What follows belongs to an exercise in optimizing a design on an open flow for small area; a production flow would make more cautious choices. Only simulation tests tie the RTL to the original design; equivalence was not proved. Power and IR drop assume default switching activity.

== rev 12 ==
## snow_overlay_top
module snow_overlay_top (
    input  logic        clk_i,
    input  logic        rst_i,
    input  logic        cen_i,      
    input  logic [1:0]  blank_i,    
    input  logic [2:0]  sync_i,     
    output logic [23:0] rgb_o,      
    output logic [2:0]  sync_o      
);
For scale: about 2600 cells after synthesis, about 35 I/O pins.
Settings: LEC_CHECK=0, ABC_AREA=1, CAP_MARGIN=0, CORE_MARGIN=2, CORE_UTILIZATION=40, SLEW_MARGIN=0; clock period 12.5 ns.
standard.sh (not shown) runs the stock make flow with config.mk's settings and CLKGATE_MAP_FILE= SYNTH_SCRIPT=/design/flow/synth_recipe.tcl, a recipe that flattens the netlist after the stock synthesis.
==> flow/flow/run.sh <==
#!/bin/bash
# Own layout flow: the standard synthesis, then the combinational logic between the
# (unchanged) flip-flops is re-mapped with a stronger ABC script, then the standard layout
# from floorplan to finish. Each tool's output goes to a log file of its own here.
set -euo pipefail
W=$(pwd)
F=$W/flow
YOSYS=${YOSYS_EXE:-/OpenROAD-flow-scripts/tools/install/yosys/bin/yosys}
[[ -x $YOSYS ]] || YOSYS=yosys

# 1. Standard synthesis (the standard flow's own script, unchanged)
bash standard.sh synth > "$W/synth_std.log" 2>&1
R=$(dirname "$(ls "$W"/orfs/results/*/snow_overlay_top/base/1_2_yosys.v | head -n 1)")
cp "$R/1_2_yosys.v" "$W/netlist_std.v"

# 2. Re-map the gates between the flip-flops
RESYN_LIB=$FLOW_HOME/platforms/$FLOW_PLATFORM/lib/sky130_fd_sc_hd__tt_025C_1v80.lib \
RESYN_NETLIST=$W/netlist_std.v RESYN_TOP=$FLOW_TOP RESYN_SCRIPT=$F/resyn.abc \
RESYN_STAT=$W/resyn_stat.txt RESYN_OUT=$W/netlist_resyn.v \
  "$YOSYS" -c "$F/resyn.tcl" > "$W/resyn.log" 2>&1
cp "$W/netlist_resyn.v" "$R/1_2_yosys.v"
rm -f "$R/1_synth.odb" "$R/1_synth.sdc"

# 3. Standard layout on the new netlist. Ports get the smallest buffer; the clock tree uses
# mid-size buffers without dummy loads.
bash standard.sh \
  "BUFFER_PORTS_ARGS=-buffer_cell sky130_fd_sc_hd__buf_1" \
  "CTS_ARGS=-sink_clustering_enable -repair_clock_nets -buf_list sky130_fd_sc_hd__clkbuf_8 -dont_use_dummy_load" \
  "GPL_TIMING_DRIVEN=0" "REMOVE_ABC_BUFFERS=1" finish > "$W/layout.log" 2>&1
Other scripts of this flow, unchanged in this note and not shown: flow/flow/resyn.abc, flow/flow/resyn.tcl
#### Input delta (rev 13 over rev 12)
--- a/flow/design.v
+++ b/flow/design.v
@@ -122,36 +122,51 @@
         localparam int X0 = (j * 160) % 1920;
         localparam int Y0 = (j * 90) % 1080;
         if (j == 0 || j == 2 || j == 4 || j == 6) begin : g_st
             logic        wrap;                  
             logic        xw;                    
             logic [13:0] y_add;
             logic [13:0] x_add;
             logic [14:0] y_sum;
             logic [14:0] x_sum;
             logic [10:0] y_nx;
             logic [10:0] xq;
-            logic [10:0] yq;
             assign wrap  = adv && ge({3'b0, fy[j]}, 14'(1080 - S));
             assign xw    = ge({3'b0, fx[j]}, 14'(1920 - 137));
             assign y_add = adv ? 14'(S) : 14'd0;
             assign x_add = wrap ? (xw ? 14'(137 + 2048 - 1920) :
                                         14'(137)) : 14'd0;
             assign y_sum = radd({3'b0, fy[j]}, y_add);
             assign x_sum = radd({3'b0, fx[j]}, x_add);
             assign y_nx  = wrap ? 11'd0 : y_sum[10:0];
-            always_ff @(posedge clk_i) begin
-                if (rst_i) yq <= 11'(Y0);
-                else       yq <= y_nx;
+            if (j == 7) begin : g_y8
+                logic [10:3] yh;
+                logic        odd;
+                always_ff @(posedge clk_i) begin
+                    if (rst_i) begin
+                        yh  <= 8'(Y0 >> 3);
+                        odd <= 1'b1;
+                    end else begin
+                        yh  <= y_nx[10:3];
+                        odd <= y_nx[1];
+                    end
+                end
+                assign fy[j] = {yh, odd, odd, 1'b0};
+            end else begin : g_y
+                logic [10:0] yh;
+                always_ff @(posedge clk_i) begin
+                    if (rst_i) yh <= 11'(Y0);
+                    else       yh <= y_nx;
+                end
+                assign fy[j] = yh;
             end
-            assign fy[j] = yq;
             always_ff @(posedge clk_i) begin
                 if (rst_i) xq <= 11'(X0);
                 else       xq <= x_sum[10:0];
             end
             assign fx[j] = xq;
         end else begin : g_der
             localparam int P  = (j == 5) ? 2 : (j == 7) ? 3 : 0;   
             localparam int M  = (j == 3) ? 4 : 2;           
             localparam int SH = (j == 3) ? 2 : 1;           
             localparam int K  = (j == 3) ? 268 : (j == 7) ? 88 : 90;
             localparam int C  = (j == 3) ? 480 : 160;
@@ -351,54 +366,55 @@
             5'd24: pac_row = {1'b1, 5'd17, 5'd16};
             5'd25: pac_row = {1'b1, 5'd16, 5'd15};
             5'd26: pac_row = {1'b1, 5'd14, 5'd13};
             5'd27: pac_row = {1'b1, 5'd13, 5'd12};
             5'd28: pac_row = {1'b1, 5'd10, 5'd9};
             5'd29: pac_row = {1'b1, 5'd7, 5'd6};
             default: pac_row = '0;
         endcase
     endfunction
     logic                   g_blk;      
     logic                   g_xin;      
-    logic [7:0]             g_rxb;      
+    logic [7:0]             g_rx7;
     logic [5:0]             g_rx;       
     logic [5:0]             g_ry;
     logic [4:0]             g_m;
     logic [7:0]             g_c;        
     logic                   g_yin;
     logic                   g_hit;
     logic                   g_eye;
     logic                   g_pupil;
     logic [23:0]            g_col;
     logic [5:0]             p_rx;
     logic [5:0]             p_ry;
     logic [5:0]             p_ay;
     logic                   p_in;
     logic                   pac_hit;
     always_comb begin
+        g_col = '0;
         g_blk = 1'b1;
         g_col = '0;
         g_c   = '0;
         case (pos_x_i[10:7])
             4'd1:    begin g_c = 8'(150 - 128);  g_col = 24'hFF_B0_FF; end
             4'd4:    begin g_c = 8'(550 - 512);  g_col = 24'hFF_00_00; end
             4'd7:    begin g_c = 8'(960 - 896);  g_col = 24'h00_80_FF; end
             4'd9:    begin g_c = 8'(1180 - 1152); g_col = 24'h00_FF_00; end
             4'd12:   begin g_c = 8'(1650 - 1536); g_col = 24'h80_00_FF; end
             4'd13:   begin g_c = 8'(1650 - 1664); g_col = 24'h80_00_FF; end
             default: g_blk = 1'b0;
         endcase
-        g_rxb = sub8({1'b0, pos_x_i[6:0]}, g_c);
-        g_rx  = g_rxb[5:0];
-        g_xin = g_blk && ge({3'd0, ~g_rxb[7], g_rxb[6:0]}, 11'(128 - 20)) &&
-                ge(11'(128 + 20), {3'd0, ~g_rxb[7], g_rxb[6:0]});
+        g_rx7 = sub8({1'b0, pos_x_i[6:0]}, g_c);
+        g_rx  = g_rx7[5:0];
+        g_xin = g_blk && ge({3'd0, ~g_rx7[7], g_rx7[6:0]}, 11'(128 - 20)) &&
+                ge(11'(128 + 20), {3'd0, ~g_rx7[7], g_rx7[6:0]});
         g_ry  = sub6(pos_y_i[5:0], 6'(150));
         g_yin = ge(pos_y_i, 11'(150 - 25)) &&
                 ge(11'(150 + 25), pos_y_i);
         g_hit = g_xin && g_yin && ghost_run(ghost_row(g_ry), g_rx);
         g_m   = g_rx[4:0] ^ {5{g_rx[5]}};
         g_eye   = ge({6'd0, g_m}, g_rx[5] ? 11'd5 : 11'd6) &&
                   ge(g_rx[5] ? 11'd11 : 11'd12, {6'd0, g_m}) &&
                   ge({5'd0, ~g_ry[5], g_ry[4:0]}, 11'(32 - 10)) &&
                   ge(11'(32 - 4), {5'd0, ~g_ry[5], g_ry[4:0]});
         g_pupil = ge({6'd0, g_m}, g_rx[5] ? 11'd7 : 11'd8) &&
                   ge(g_rx[5] ? 11'd9 : 11'd10, {6'd0, g_m}) &&
## What came out
Rev 13: PASS, flow complete, no timing, DRC or antenna violations. The higher final critical delay including setup and external delays of rev 12 and rev 13 is in rev 13. Non-clock buffer count in the final layout, rev 12 and rev 13: higher on rev 12. Area share of buffers outside the clock network: lower on rev 13. Compared rev 13 against rev 12; worst-skew pair later-pin latency within noise. Diff rev 13..rev 12 | number of routed nets with antenna violations | unchanged. Count of TritonRoute iterations in the first routing pass came out exactly the same in rev 12 and rev 13. The overall power consumption reported for rev 13 is greater than that of rev 12 by 0.44%. Changes observed in rev 13 relative to rev 12: setup slack after layout went down by 0.016 ns; fraction of area in clock buffers and inverters was more or less identical. Taking rev 12 as the reference, in rev 13 area overhead of the layout relative to synthesis -0.21 points, total non-filler cell area in the finished layout did not really move, filler cell count down 20. In rev 13, the global-route usage came out 0.47 points above the value in rev 12.

[afterwards: timing with drivers on the ports]
The flow's constraints put no driver on any port. The routed layouts listed below were extracted and timed again, unchanged, in two steps.
Step 1 (the two cells are an assumption about what drives the block):
set clk [get_ports {clk_i}]
set_driving_cell -lib_cell sky130_fd_sc_hd__clkbuf_16 $clk
set_driving_cell -lib_cell sky130_fd_sc_hd__buf_2 [delete_from_list [all_inputs] $clk]
Step 2 adds t to the input delays and takes it off the output delays; t is the mean of the earliest and latest rising clock arrival at the registers after step 1. Input paths then give back, and output paths get back, about the clock's delay inside the block.
Slacks: ideal ports / drivers / drivers and shift; pairs: ideal ports / drivers.
run	t (ns)	slack for setup (ns)	worst register clock-pin slew, ns
rev 12	0.524	1.069 / 1.069 / 1.069	0.09 / 0.09
rev 13	0.528	1.053 / 1.053 / 1.053	0.09 / 0.09
After both steps setup and hold are still met in every run listed.
